This is an optimization exercise on Yosys and OpenROAD, whose aim is small area, a short achievable clock period and few clock cycles per item, not a production implementation.
No functional check of the RTL was part of any run shown here.
Power is estimated from default activity; no workload was simulated.

===== flow/run.sh =====
#!/bin/bash
# synth_recipe.tcl (not shown) runs the flow's synth.tcl, then flattens the netlist and writes it again
# the make line also repeats each setting of config.mk as NAME=value (left out here)
make -C /OpenROAD-flow-scripts/flow DESIGN_CONFIG=/design/flow/config.mk WORK_HOME=/design/flow/orfs CLKGATE_MAP_FILE= SYNTH_SCRIPT=/design/flow/synth_recipe.tcl finish

===== flow/config.mk =====
export PLATFORM = sky130hd
export DESIGN_NAME = game_step
export DESIGN_NICKNAME = game_step
export VERILOG_FILES = /design/flow/design.v
export SDC_FILE = /design/flow/constraint.sdc
export NUM_CORES = 4
export LEC_CHECK = 0
export CAP_MARGIN = 20
export CORE_MARGIN = 2
export CORE_UTILIZATION = 40
export SLEW_MARGIN = 20

===== flow/constraint.sdc =====
create_clock -name core_clock -period 25.0 [get_ports {i_clk}]
set_input_delay 5.0000 -clock core_clock [delete_from_list [all_inputs] [get_ports {i_clk}]]
set_output_delay 5.0000 -clock core_clock [all_outputs]
set_load 0.01 [all_outputs]

===== flow/design.v =====
`timescale 1ns/1ns
module step_control (
    input  logic i_clk,
    input  logic i_rstn,
    input  logic i_start,
    input  logic i_lose,
    output logic o_valid,
    output logic o_done
);
    always_ff @(posedge i_clk or negedge i_rstn) begin
        if (!i_rstn) begin
            o_valid <= 1'b0;
            o_done  <= 1'b0;
        end else begin
            o_valid <= i_start;
            o_done  <= o_done | (i_start & i_lose);  
        end
    end
endmodule
`timescale 1ns/1ns
module player_action #(
    parameter int N_BULLETS = 5
) (
    input  logic [2:0]            i_act,
    input  logic [31:0]           i_player,
    input  logic [N_BULLETS-1:0]  i_bullet_active,
    output logic [31:0]           o_player,
    output logic [N_BULLETS-1:0]  o_shot_sel,
    output logic [17:0]           o_shot
);
    localparam int unsigned SCREEN_WIDTH  = 210;
    localparam int unsigned SCREEN_HEIGHT = 160;
    localparam int unsigned PLAYER_SIZE   = 10;
    localparam logic [2:0] ACT_LEFT       = 3'b001;
    localparam logic [2:0] ACT_RIGHT      = 3'b010;
    localparam logic [2:0] ACT_UP         = 3'b100;
    localparam logic [2:0] ACT_DOWN       = 3'b011;
    localparam logic [2:0] ACT_FIRE_LEFT  = 3'b101;
    localparam logic [2:0] ACT_FIRE_RIGHT = 3'b110;
    logic [7:0]           px;
    logic [7:0]           py;
    logic [N_BULLETS-1:0] free_sel;
    logic                 fire;
    logic                 shot_dir;
    assign px = i_player[31:24];
    assign py = i_player[23:16];
    always_comb begin
        o_player = i_player;
        case (i_act)
            ACT_LEFT: begin
                if (px > 8'd0) o_player[31:24] = px - 8'd1;
            end
            ACT_RIGHT: begin
                if (px + PLAYER_SIZE < SCREEN_WIDTH) o_player[31:24] = px + 8'd1;
            end
            ACT_UP: begin
                if (py > 8'd0) o_player[23:16] = py - 8'd1;
            end
            ACT_DOWN: begin
                if (py + PLAYER_SIZE < SCREEN_HEIGHT) o_player[23:16] = py + 8'd1;
            end
            default: o_player = i_player;
        endcase
    end
    assign free_sel = ~i_bullet_active & (i_bullet_active + 1'b1);
    assign fire       = (i_act == ACT_FIRE_LEFT) || (i_act == ACT_FIRE_RIGHT);
    assign o_shot_sel = fire ? free_sel : '0;
    assign shot_dir = (i_act == ACT_FIRE_LEFT);
    assign o_shot = {shot_dir ? px - 8'd2 : px + 8'd2, py, shot_dir, 1'b1};
endmodule
`timescale 1ns/1ns
module object_lane (
    input  logic [17:0] i_obj,
    input  logic        i_spawn_sel,
    input  logic [17:0] i_spawn,
    output logic [17:0] o_obj
);
    localparam int unsigned SCREEN_WIDTH = 210;
    logic [7:0] ox;
    assign ox = i_obj[17:10];
    always_comb begin
        o_obj = i_obj;
        if (i_spawn_sel) begin
            o_obj = i_spawn;     
        end else if (i_obj[0]) begin
            if (i_obj[1]) begin
                if (ox == 8'd0) o_obj[0] = 1'b0;
                else o_obj[17:10] = ox - 8'd1;
            end else begin
                if (ox >= SCREEN_WIDTH) o_obj[0] = 1'b0;
                else o_obj[17:10] = ox + 8'd1;
            end
        end
    end
endmodule
`timescale 1ns/1ns
module collision_score #(
    parameter int N_BULLETS = 5,
    parameter int N_ENEMIES = 5,
    parameter int N_DIVERS  = 5,
    parameter int WIN       = 0
) (
    input  logic [31:0]             i_player,
    input  logic [18*N_BULLETS-1:0] i_bullets,
    input  logic [18*N_ENEMIES-1:0] i_enemies,
    input  logic [18*N_DIVERS-1:0]  i_divers,
    input  logic [31:0]             i_score,
    output logic [31:0]             o_player,
    output logic [18*N_BULLETS-1:0] o_bullets,
    output logic [18*N_ENEMIES-1:0] o_enemies,
    output logic [18*N_DIVERS-1:0]  o_divers,
    output logic [31:0]             o_score,
    output logic                    o_lose
);
    function automatic win(input logic [7:0] a, input logic [7:0] b,
                                 input logic [1:0] lo, input logic [3:0] n);
        logic [8:0] d;
        d = {1'b0, a} - {1'b0, b} - {7'd0, lo};
        win = d < {5'd0, n};
    endfunction
    logic [7:0] px, py;
    logic [9:0] poxy;
    logic [2:0] plives, pdivc;
    assign px     = i_player[31:24];
    assign py     = i_player[23:16];
    assign poxy   = i_player[15:6];
    assign plives = i_player[5:3];
    assign pdivc  = i_player[2:0];
    logic [N_BULLETS-1:0] match [N_ENEMIES];
    always_comb begin
        for (int e = 0; e < N_ENEMIES; e++)
            for (int b = 0; b < N_BULLETS; b++)
                match[e][b] = i_enemies[18*e] && i_bullets[18*b]
                    && win(i_bullets[18*b+10 +: 8], i_enemies[18*e+10 +: 8], 2'd1, 4'd9)
                    && win(i_bullets[18*b+2 +: 8], i_enemies[18*e+2 +: 8], 2'd1, 4'd9);
    end
    logic [N_BULLETS-1:0] avail [N_ENEMIES+1];
    logic [N_BULLETS-1:0] cand  [N_ENEMIES];
    logic [N_BULLETS-1:0] take  [N_ENEMIES];
    logic [N_ENEMIES-1:0] hit;
    always_comb begin
        avail[0] = '1;
        for (int e = 0; e < N_ENEMIES; e++) begin
            cand[e]      = match[e] & avail[e];
            take[e]      = cand[e] & ~(cand[e] - 1'b1);
            hit[e]       = |cand[e];
            avail[e + 1] = avail[e] & ~take[e];
        end
    end
    logic [N_DIVERS-1:0] pick;
    always_comb begin
        for (int d = 0; d < N_DIVERS; d++)
            pick[d] = i_divers[18*d]
                && win(i_divers[18*d+10 +: 8], px, 2'd0, 4'd10)
                && win(i_divers[18*d+2 +: 8], py, 2'd0, 4'd10);
    end
    logic [2:0] n_hit, n_pick;
    logic       surface, rescue, starve;
    logic [2:0] divc_picked;
    always_comb begin
        n_hit  = '0;
        n_pick = '0;
        for (int e = 0; e < N_ENEMIES; e++) n_hit  = n_hit + 3'(hit[e]);
        for (int d = 0; d < N_DIVERS; d++)  n_pick = n_pick + 3'(pick[d]);
        divc_picked = pdivc;
        if (pdivc < 3'd6) divc_picked = (4'(pdivc) + 4'(n_pick) >= 4'd6) ? 3'd6 : pdivc + n_pick;
    end
    assign surface = py < 8'd10;
    assign rescue  = surface && pdivc == 3'd6;
    assign starve  = !surface && poxy <= 10'd1;
    assign o_lose  = starve && plives <= 3'd1;
    always_comb begin
        o_player = i_player;
        o_player[2:0] = rescue ? 3'd0 : divc_picked;
        if (surface || starve) o_player[15:6] = 10'd1000;
        else o_player[15:6] = poxy - 10'd1;
        if (starve) o_player[5:3] = (plives <= 3'd1) ? 3'd0 : plives - 3'd1;
    end
    always_comb begin
        o_bullets = i_bullets;
        o_enemies = i_enemies;
        o_divers  = i_divers;
        for (int b = 0; b < N_BULLETS; b++) o_bullets[18*b] = i_bullets[18*b] & avail[N_ENEMIES][b];
        for (int e = 0; e < N_ENEMIES; e++) o_enemies[18*e] = i_enemies[18*e] & ~hit[e];
        for (int d = 0; d < N_DIVERS; d++)  o_divers[18*d]  = i_divers[18*d] & ~pick[d];
    end
    assign o_score = i_score + 32'(n_hit) * 32'd20 + (32'(n_pick) + 32'(rescue)) * 32'd50;
endmodule
`timescale 1ns/1ns
module game_step #(
    parameter int N_BULLETS = 5,
    parameter int N_ENEMIES = 5,
    parameter int N_DIVERS  = 5
) (
    input  logic                    i_clk,
    input  logic                    i_rstn,
    input  logic                    i_start,
    input  logic [2:0]              i_act,
    input  logic [31:0]             i_player,
    input  logic [18*N_BULLETS-1:0] i_bullets,
    input  logic [18*N_ENEMIES-1:0] i_enemies,
    input  logic [18*N_DIVERS-1:0]  i_divers,
    input  logic [31:0]             i_score,
    output logic [31:0]             o_player,
    output logic [18*N_BULLETS-1:0] o_bullets,
    output logic [18*N_ENEMIES-1:0] o_enemies,
    output logic [18*N_DIVERS-1:0]  o_divers,
    output logic [31:0]             o_score,
    output logic                    o_done,
    output logic                    o_valid
);
    logic                    lose;
    logic [31:0]             moved_player;
    logic [N_BULLETS-1:0]    bullet_active;
    logic [N_BULLETS-1:0]    shot_sel;
    logic [17:0]             shot;
    logic [18*N_BULLETS-1:0] moved_bullets;
    logic [18*N_ENEMIES-1:0] moved_enemies;
    logic [18*N_DIVERS-1:0]  moved_divers;
    step_control step_control_i (
        .i_clk   (i_clk),
        .i_rstn  (i_rstn),
        .i_start (i_start),
        .i_lose  (lose),
        .o_valid (o_valid),
        .o_done  (o_done)
    );
    player_action #(.N_BULLETS(N_BULLETS)) player_action_i (
        .i_act           (i_act),
        .i_player        (i_player),
        .i_bullet_active (bullet_active),
        .o_player        (moved_player),
        .o_shot_sel      (shot_sel),
        .o_shot          (shot)
    );
    for (genvar g = 0; g < N_BULLETS; g++) begin : g_bullet
        assign bullet_active[g] = i_bullets[18*g];
        object_lane lane_i (.i_obj(i_bullets[18*g +: 18]), .i_spawn_sel(shot_sel[g]),
            .i_spawn(shot), .o_obj(moved_bullets[18*g +: 18]));
    end
    for (genvar g = 0; g < N_ENEMIES; g++) begin : g_enemy
        object_lane lane_i (.i_obj(i_enemies[18*g +: 18]), .i_spawn_sel(1'b0),
            .i_spawn(18'd0), .o_obj(moved_enemies[18*g +: 18]));
    end
    for (genvar g = 0; g < N_DIVERS; g++) begin : g_diver
        object_lane lane_i (.i_obj(i_divers[18*g +: 18]), .i_spawn_sel(1'b0),
            .i_spawn(18'd0), .o_obj(moved_divers[18*g +: 18]));
    end
    collision_score #(
        .N_BULLETS (N_BULLETS),
        .N_ENEMIES (N_ENEMIES),
        .N_DIVERS  (N_DIVERS)
    ) collision_score_i (
        .i_player  (moved_player),
        .i_bullets (moved_bullets),
        .i_enemies (moved_enemies),
        .i_divers  (moved_divers),
        .i_score   (i_score),
        .o_player  (o_player),
        .o_bullets (o_bullets),
        .o_enemies (o_enemies),
        .o_divers  (o_divers),
        .o_score   (o_score),
        .o_lose    (lose)
    );
endmodule

==> metrics.md, run 1 <==
| Metric | Value |
|---|---|
| Unrepaired setup endpoints after global routing | false |
| CTS resizes | 0 |
| Worst-path clk slew | 30 ps |
| Buf/Inv on CP | 8 |
| Cells after Synth | 4252 |
| Ratio of cells with drive above 1 in the final layout | 2.86% |
| CTS root buf | clkbuf_16 |
| Post-synth EDFFs | 0 |
| Initial DRC Count | 3470 |
| Switch Pwr | 589 uW |
| Min cycle time layout | 22880 ps |
| Leak | 0.0167 uW |
| Final antenna-violating net count | 0 |
| Synth Flop Type | dfrtp_1 |
| Netlist cell types | 101 |
| Yosys top cell area share | 24.2% |
| CP Max Fanout | 18 |
| DRC errors left | 0 |
| Via Count | 33960 |
| Port Buffers | 673 |
| Synth area leaders | ha_1 (24%), a21oi_1 (7.1%), xnor2_1 (5.8%) |
| Post-CTS setup buffer count | 0 |
| Total GRT Usage | 32.9% |
| Setup Total Neg Slack | 0 ps |
| Skew-Pair Late Insertion Delay | 220 ps |
| Via density | 5.90 |
| Worst path max stage delay | 800 ps |
| Slew Viols, Final | 0 |
| Largest net degree at the start of global routing | 24 |
| Synth top cells by count | ha_1 (569), a21oi_1 (417), nand2_1 (407) |
| Worst Clk Skew | 0 ps |
| Slowest-stage cell, CP | a41oi_1 |
| First-pass GRT wire length | 192000 um |
| Combinational share of power | 97.3% |
| CP Class | input pin to primary output |
| Cell area power density | 28.2 mW/mm^2 |
| Initial antenna violation count | 8 |
| H-tree levels | 1 |
| Cell internal pwr | 449 uW |
| Area growth syn-to-layout | 25.3% |
| GPL Wtd Cong | 1.01 |
| Final period util | 91.5% |
| HPWL after DPL | 113000 um |
| Hold_buf cts | 0 |
| Reg power frac | 0.3% |
| Fin. Hold Viols | 0 |
| Max Clk Rate | 0.0437 GHz |
| GRT Residual Overflow | 0 |
| Die width | 275 um |
| Worst slew pin tran | 1070 ps |
| Clock power frac | 2.4% |
| Fin nets | 5770 |
| Most numerous cell in the Yosys netlist | ha_1 |
| Layout Cells excl Fill | 5757 |
| Longest Clk Path Bufs | 2 |
| Rows | 99 |
| Crit path capture type | primary output |
| Register bit total from synthesis | 2 |
| Critical Path AT | 17880 ps |
| Max-slew headroom | 28.7% |
| HP Class | flop to flop |
| I/O Pins | 676 |
| Syn. warnings | 8 |
| WL/cell | 23.0 um |
| Detailed-router iteration count before antenna repair | 6 |
| Outcome | finished clean |
| Dpl cells | 5746 |
| Vias in the first global route | 30381 |
| Core ar. | 0.0728 sq mm |
| Total Routed Length | 133000 um |
| CP top delay family | compound AO/OA/AOI/OAI gates |
| Post-Syn Area per Cell | 6.91 sq um |
| Synth async-reset ratio | 100% |
| Critical path required time | 20000 ps |
| Starting Density | 40.4% |
| Max IR drop VDD | 0.0000201 V |
| Final setup violation count | 0 |
| Maxcap violations | 0 |
| Area of the mapped netlist | 0.0294 sq mm |
| Critical Path Source Type | input pin |
| Sequential area share after synthesis | 0.170% |
| Switch share | 56.7% |
| Biggest area consumer among synthesized cells | ha_1 |
| Clock sink count | 2 |
| Die Y | 275 um |
| CTS buffer count | 3 |
| Die ar. | 0.0757 sq mm |
| CTS tree | built |
## metrics by stage
step	worst slack (ps)	total power, uW	hold WS [ps]	utilization (%)	instance area (sq um)
6_report	2120	1040	479	50.6	36800
5_1_grt	1000	1130	494	50.6	36800
4_1_cts	2310	1020	475	50.5	36800
3_5_place_dp	2380	985	463	50.4	36700
3_3_place_gp	2760	979	455	50.4	36700
2_1_floorplan	4870	625	512	-	29400
## kinds of logic after synthesis
kind of cell | Yosys count | synth area share, %
simple gates | 1329 | 22.4
mux | 45 | 1.60
buf+inv | 608 | 9.03
flops | 2 | 0.170
fa+ha+maj | 647 | 29.2
compound gates | 1334 | 29.0
xor+xnor | 287 | 8.55
## routing by layer
metal  wire, um  global-route usage, %  vias up
met5          0                      0        -
met4       4500                   9.77        0
met3      11500                   4.35      183
met2      56600                   50.7     1606
met1      60100                   47.4    15673
li1           -                      -    16498
## final cells by class
class                      count  area [sq um]
antenna                        8          20.0
inverter                     398          1500
tap                          959          1200
sequential                     2          50.0
timing repair buffer         745          7280
clock buffer                   3          75.1
fill                        7248         36000
multi-input combinational   3642         26700
## cell usage in the layout (no fill, tap or decap), types with 27 or more instances in the layout
cell	instances
inv_1	393
a21o_1	154
o221ai_1	30
o21ai_0	259
o21bai_1	79
fa_1	69
and3_1	34
clkdlybuf4s50_1	673
a31oi_1	44
nand3_1	93
nor3_1	133
xor2_1	93
o211ai_1	36
nand2_1	407
xnor2_1	194
o31ai_1	37
or4_1	27
buf_4	72
nor4_1	59
o22ai_1	37
nand4_1	47
o21a_1	31
nand2b_1	64
and2_1	41
a21oi_1	417
nor2_1	260
nor2b_1	48
mux2i_1	30
ha_1	569
## power by group through the flow
stage / Sequential, uW / Combinational (uW) / Clock, uW
after floorplan: 3.49 / 621 / 0
after global placement: 3.46 / 975 / 0
after detailed placement: 3.44 / 982 / 0
after CTS: 3.42 / 988 / 24.8
after global routing: 3.43 / 1100 / 24.8
final: 3.43 / 1010 / 24.7
## worst paths after layout
path / endpoint / slack, ps / cells after the start / from
max in group asynchronous: step_control_i.o_done / 19920 / 1 / i_rstn
min reg2reg: step_control_i.o_done / 480 / 1 / step_control_i.o_done
max: o_score[31] / 2120 / 49 / i_act[2]
min: step_control_i.o_done / 480 / 1 / step_control_i.o_done
max reg2reg: step_control_i.o_done / 24300 / 1 / step_control_i.o_done
min in group asynchronous: step_control_i.o_valid / 4950 / 1 / i_rstn
## flip-flops by register name, indices dropped and copies added (netlist names)
name,flops
step_control_i.o_done,1
step_control_i.o_valid,1
==> run 2, diff against run 1 <==
--- a/flow/design.v
+++ b/flow/design.v
@@ -99,4 +99,3 @@
     parameter int N_ENEMIES = 5,
-    parameter int N_DIVERS  = 5,
-    parameter int WIN       = 0
+    parameter int N_DIVERS  = 5
 ) (
@@ -114,11 +113,21 @@
 );
-    function automatic win(input logic [7:0] a, input logic [7:0] b,
-                                 input logic [1:0] lo, input logic [3:0] n);
-        logic [8:0] d;
-        d = {1'b0, a} - {1'b0, b} - {7'd0, lo};
-        win = d < {5'd0, n};
-    endfunction
-    logic [7:0] px, py;
+    localparam int unsigned PLAYER_SIZE     = 10;
+    localparam int unsigned ENEMY_SIZE      = 10;
+    localparam int unsigned SURFACE_Y       = 10;  
+    localparam int unsigned MAX_OXYGEN      = 1000;
+    localparam int unsigned MAX_DIVERS_HELD = 6;
+    localparam int unsigned SHOT_REWARD     = 20;
+    localparam int unsigned DIVER_REWARD    = 50;
+    localparam int unsigned RESCUE_REWARD   = 50;
+    logic [31:0]             player_d;
+    logic [18*N_BULLETS-1:0] bullets_d;
+    logic [18*N_ENEMIES-1:0] enemies_d;
+    logic [18*N_DIVERS-1:0]  divers_d;
+    logic [31:0]             gain;
+    logic                    lose;
+    logic [7:0] px;
+    logic [7:0] py;
     logic [9:0] poxy;
-    logic [2:0] plives, pdivc;
+    logic [2:0] plives;
+    logic [2:0] pdivc;
     assign px     = i_player[31:24];
@@ -128,61 +137,59 @@
     assign pdivc  = i_player[2:0];
-    logic [N_BULLETS-1:0] match [N_ENEMIES];
     always_comb begin
-        for (int e = 0; e < N_ENEMIES; e++)
-            for (int b = 0; b < N_BULLETS; b++)
-                match[e][b] = i_enemies[18*e] && i_bullets[18*b]
-                    && win(i_bullets[18*b+10 +: 8], i_enemies[18*e+10 +: 8], 2'd1, 4'd9)
-                    && win(i_bullets[18*b+2 +: 8], i_enemies[18*e+2 +: 8], 2'd1, 4'd9);
-    end
-    logic [N_BULLETS-1:0] avail [N_ENEMIES+1];
-    logic [N_BULLETS-1:0] cand  [N_ENEMIES];
-    logic [N_BULLETS-1:0] take  [N_ENEMIES];
-    logic [N_ENEMIES-1:0] hit;
-    always_comb begin
-        avail[0] = '1;
+        player_d  = i_player;
+        bullets_d = i_bullets;
+        enemies_d = i_enemies;
+        divers_d  = i_divers;
+        gain      = '0;
+        lose      = 1'b0;
         for (int e = 0; e < N_ENEMIES; e++) begin
-            cand[e]      = match[e] & avail[e];
-            take[e]      = cand[e] & ~(cand[e] - 1'b1);
-            hit[e]       = |cand[e];
-            avail[e + 1] = avail[e] & ~take[e];
-        end
-    end
-    logic [N_DIVERS-1:0] pick;
-    always_comb begin
-        for (int d = 0; d < N_DIVERS; d++)
-            pick[d] = i_divers[18*d]
-                && win(i_divers[18*d+10 +: 8], px, 2'd0, 4'd10)
-                && win(i_divers[18*d+2 +: 8], py, 2'd0, 4'd10);
-    end
-    logic [2:0] n_hit, n_pick;
-    logic       surface, rescue, starve;
-    logic [2:0] divc_picked;
-    always_comb begin
-        n_hit  = '0;
-        n_pick = '0;
-        for (int e = 0; e < N_ENEMIES; e++) n_hit  = n_hit + 3'(hit[e]);
-        for (int d = 0; d < N_DIVERS; d++)  n_pick = n_pick + 3'(pick[d]);
-        divc_picked = pdivc;
-        if (pdivc < 3'd6) divc_picked = (4'(pdivc) + 4'(n_pick) >= 4'd6) ? 3'd6 : pdivc + n_pick;
-    end
-    assign surface = py < 8'd10;
-    assign rescue  = surface && pdivc == 3'd6;
-    assign starve  = !surface && poxy <= 10'd1;
-    assign o_lose  = starve && plives <= 3'd1;
-    always_comb begin
-        o_player = i_player;
-        o_player[2:0] = rescue ? 3'd0 : divc_picked;
-        if (surface || starve) o_player[15:6] = 10'd1000;
-        else o_player[15:6] = poxy - 10'd1;
-        if (starve) o_player[5:3] = (plives <= 3'd1) ? 3'd0 : plives - 3'd1;
-    end
-    always_comb begin
-        o_bullets = i_bullets;
-        o_enemies = i_enemies;
-        o_divers  = i_divers;
-        for (int b = 0; b < N_BULLETS; b++) o_bullets[18*b] = i_bullets[18*b] & avail[N_ENEMIES][b];
-        for (int e = 0; e < N_ENEMIES; e++) o_enemies[18*e] = i_enemies[18*e] & ~hit[e];
-        for (int d = 0; d < N_DIVERS; d++)  o_divers[18*d]  = i_divers[18*d] & ~pick[d];
-    end
-    assign o_score = i_score + 32'(n_hit) * 32'd20 + (32'(n_pick) + 32'(rescue)) * 32'd50;
+            for (int b = 0; b < N_BULLETS; b++) begin
+                if (enemies_d[18*e] && bullets_d[18*b]
+                        && bullets_d[18*b+10 +: 8] > enemies_d[18*e+10 +: 8]
+                        && bullets_d[18*b+10 +: 8] < enemies_d[18*e+10 +: 8] + ENEMY_SIZE
+                        && bullets_d[18*b+2 +: 8] > enemies_d[18*e+2 +: 8]
+                        && bullets_d[18*b+2 +: 8] < enemies_d[18*e+2 +: 8] + ENEMY_SIZE) begin
+                    enemies_d[18*e] = 1'b0;
+                    bullets_d[18*b] = 1'b0;
+                    gain = gain + SHOT_REWARD;
+                end
+            end
+        end
+        for (int d = 0; d < N_DIVERS; d++) begin
+            if (divers_d[18*d]
+                    && divers_d[18*d+10 +: 8] >= px
+                    && divers_d[18*d+10 +: 8] < px + PLAYER_SIZE
+                    && divers_d[18*d+2 +: 8] >= py
+                    && divers_d[18*d+2 +: 8] < py + PLAYER_SIZE) begin
+                divers_d[18*d] = 1'b0;
+                gain = gain + DIVER_REWARD;
+                if (player_d[2:0] < 3'(MAX_DIVERS_HELD)) begin
+                    player_d[2:0] = player_d[2:0] + 3'd1;
+                end
+            end
+        end
+        if (py < SURFACE_Y) begin
+            player_d[15:6] = 10'(MAX_OXYGEN);
+            if (pdivc == 3'(MAX_DIVERS_HELD)) begin   
+                player_d[2:0] = 3'd0;
+                gain = gain + RESCUE_REWARD;
+            end
+        end else if (poxy <= 10'd1) begin
+            player_d[15:6] = 10'(MAX_OXYGEN);
+            if (plives <= 3'd1) begin
+                player_d[5:3] = 3'd0;
+                lose = 1'b1;
+            end else begin
+                player_d[5:3] = plives - 3'd1;
+            end
+        end else begin
+            player_d[15:6] = poxy - 10'd1;
+        end
+    end
+    assign o_player  = player_d;
+    assign o_bullets = bullets_d;
+    assign o_enemies = enemies_d;
+    assign o_divers  = divers_d;
+    assign o_score   = i_score + gain;
+    assign o_lose    = lose;
 endmodule
==> run 2 against run 1 <==
  * The layout now fails its checks (setup timing)
  * Sequential cell count unchanged
  * Via count up 36%
  * Synthesized area up 26%
  * Clock power down 2%
  * Cell count up 40%
  * Combinational power up about 60%
  * First-iteration DRC count up 3.1%
  * Routed wire length up 32%
  * Maximum frequency down 31%
  * Utilization up 11 points
  * Global-route usage up 1.9 points
  * Critical path type unchanged
  * Critical endpoint unchanged
  * Largest cell class unchanged
==> metrics.md, run 2 <==
| Metric | Value |
|---|---|
| H-tree levels | 1 |
| Syn. warnings | 4 |
| Unrepaired setup endpoints after global routing | true |
| Max IR drop VDD | 0.0000248 V |
| Port Buffers | 673 |
| Worst slew pin tran | 1190 ps |
| Largest net degree at the start of global routing | 20 |
| Dpl cells | 7895 |
| Min cycle time layout | 33370 ps |
| Pre-CTS setup slack | -9160 ps |
| Most common cell after layout, fill and taps aside | buf_4 |
| Total power | 1650 uW |
| Worst path max stage delay | 480 ps |
| Via Count | 46247 |
| Rows | 111 |
| Die Y | 309 um |
| Die width | 309 um |
| Placed instance area | 0.0538 sq mm |
| Starting Density | 40.5% |
| Most numerous cell in the Yosys netlist | ha_1 |
| Cell area power density | 29.3 mW/mm^2 |
| HP Class | flop to flop |
| Via density | 5.74 |
| GRT Residual Overflow | 0 |
| DRC errors left | 0 |
| Filler instances | 8312 |
| GPL Wtd Cong | 0.993 |
| Crit path capture type | primary output |
| Fin util | 61.4% |
| Critical Path AT | 28370 ps |
| Core ar. | 0.0918 sq mm |
| Total GRT Usage | 34.8% |
| Vias in the first global route | 44095 |
| Synth area leaders | ha_1 (35%), a21oi_1 (5.4%), o21ai_0 (5.2%) |
| Area growth syn-to-layout | 51.7% |
| Worst Clk Skew | 0 ps |
| Buf/Inv on CP | 17 |
| WL/cell | 21.8 um |
| Post-Syn Area per Cell | 7.44 sq um |
| Synth async-reset ratio | 100% |
| Violated checks | setup timing |
| Maxcap violations | 0 |
| Layout Cells excl Fill | 8053 |
| Final antenna-violating net count | 0 |
| CP top delay family | compound AO/OA/AOI/OAI gates |
| Final period util | 133% |
| Skew-Pair Late Insertion Delay | 220 ps |
| Critical Path Source Type | input pin |
| Netlist cell types | 127 |
| Worst-path clk slew | 30 ps |
| Clock sink count | 2 |
| Total Routed Length | 175000 um |
| CP Class | input pin to primary output |
| I/O Pins | 676 |
| CTS tree | built |
| CP Max Fanout | 4 |
| Leak | 0.0273 uW |
| Die ar. | 0.0954 sq mm |
| Worst setup margin | -8370 ps |
| Largest regs | step_control_i.o_done x1, step_control_i.o_valid x1 |
| Cells after Synth | 4992 |
| Fin nets | 8176 |
| HPWL after DPL | 143000 um |
| Outcome | complete, but fails checks |
| First-pass GRT wire length | 261000 um |
| Most frequent cells in the layout | buf_4 (1272), ha_1 (990), clkdlybuf4s50_1 (615) |
| Yosys top cell area share | 34.7% |
| Longest Clk Path Bufs | 2 |
| Initial DRC Count | 3579 |
| Sequential area share after synthesis | 0.135% |
| Initial antenna violation count | 11 |
| Detailed-router iteration count before antenna repair | 6 |
| Critical path required time | 20000 ps |
| CTS root buf | clkbuf_16 |
| Fin. Hold Viols | 0 |
| Synth Flop Type | dfrtp_1 |
| Final setup violation count | 29 |
| Max-slew headroom | 19.8% |
| CTS buffer count | 3 |
| Ratio of cells with drive above 1 in the final layout | 26.4% |
| Area of the mapped netlist | 0.0372 sq mm |
| Post-synth EDFFs | 0 |
| Synth top cells by count | ha_1 (1031), a21oi_1 (403), o21ai_0 (387) |
| Slew Viols, Final | 0 |
| Hold_buf cts | 0 |
| Slowest-stage cell, CP | or4_4 |
| Register bit total from synthesis | 2 |
| Fin area | 0.0564 sq mm |
| Max Clk Rate | 0.0300 GHz |
| Biggest area consumer among synthesized cells | ha_1 |
[run 2: cell type report]
| type | instances | area (sq um) | area share [%] |
|---|---|---|---|
| repair buffers | 1992 | 16700 | 29.6 |
| flip-flops and latches | 2 | 50.0 | 0.0888 |
| multi-input cells | 4511 | 36800 | 65.4 |
| clock buffers | 3 | 75.1 | 0.133 |
| diodes | 9 | 22.5 | 0.0400 |
| inverters | 293 | 1110 | 1.96 |
| well taps | 1243 | 1560 | 2.76 |
[run 2: timing repair]
item | 4_1_cts | 5_1_grt
endpoints found under the setup margin | 29 | 29
pin swaps | 120 | 153
gates cloned | 0 | 0
setup buffers | 118 | 47
endpoints found under the hold margin | 0 | 0
gates resized for setup | 305 | 170
[run 2: stage by stage]
step	setup TNS, ps	hold WS, ps
3_5_place_dp	-216310	483
4_1_cts	-181770	502
6_report	-190020	514
3_3_place_gp	-203630	497
5_1_grt	-219890	519
2_1_floorplan	-175380	512
[run 2: path summary, 6_finish.rpt]
kind                                       start                     end  slack (ps)  depth (start not counted)
max in group asynchronous                 i_rstn  step_control_i.o_valid       19910                          1
hold reg to reg            step_control_i.o_done   step_control_i.o_done         510                          1
hold / removal             step_control_i.o_done   step_control_i.o_done         510                          1
setup reg to reg           step_control_i.o_done   step_control_i.o_done       24270                          1
setup / recovery                   i_enemies[14]             o_score[31]       -8370                        140
min in group asynchronous                 i_rstn   step_control_i.o_done        4960                          1
[run 2: where the power goes]
group / total, uW / switching (uW) / leakage [uW] / internal [uW]
logic: 1620 / 825 / 0.0272 / 799
clock network: 24.1 / 3.78 / 0.0000370 / 20.4
registers: 3.40 / 0.0362 / 0.0000256 / 3.36
total: 1650 / 829 / 0.0273 / 822
[run 2: kinds of logic (layout without fill, tap and decap cells)]
logic type	after synthesis	count (layout)	synth area share [%]
and+or+nand+nor	1533	1533	22.0
other	1	29	0.0101
muxes	65	65	1.88
adders and majority gates	1036	1036	34.9
AOI/OAI and AO/OA	1627	1627	28.8
DFF	2	2	0.135
xor gates and xnor gates	230	230	6.13
buffers and inverters	498	2288	6.10
[run 2: routing by layer]
| metal | GRT usage, % | routed length (um) |
|---|---|---|
| met1 | 45.3 | 74700 |
| met3 | 4.51 | 13700 |
| met5 | 0 | 55 |
| met4 | 13.5 | 7920 |
| met2 | 58.2 | 78800 |

==> afterwards: timing with drivers on the ports <==
The results above use ideal ports. As a check the final layouts listed here were re-extracted and re-timed, cells and wires unchanged. Step 1 (the two cells are an assumption about what drives the block):
set clk [get_ports {i_clk}]
set_driving_cell -lib_cell sky130_fd_sc_hd__clkbuf_16 $clk
set_driving_cell -lib_cell sky130_fd_sc_hd__buf_2 [delete_from_list [all_inputs] $clk]
Step 2, shift: input delay + t, output delay - t, t = (earliest + latest rising clock arrival at the registers) / 2. This alone moves slack from input paths to output paths. a / b / c = ideal ports / drivers / drivers and shift; a / b = the first two.
| run | t (ns) | slack for setup (ns) | worst hold slack (ns) | worst register clock-pin slew, ns |
|---|---|---|---|---|
| run 1 | 0.251 | 2.121 / 2.087 / 2.087 | 0.479 / 0.479 / 0.479 | 0.03 / 0.03 |
| run 2 | 0.245 | -8.372 / -8.400 / -8.400 | 0.514 / 0.514 / 0.514 | 0.03 / 0.03 |
For run 1, which loses most, drivers alone change the setup slack by -0.034 ns; drivers and shift together by -0.034 ns.
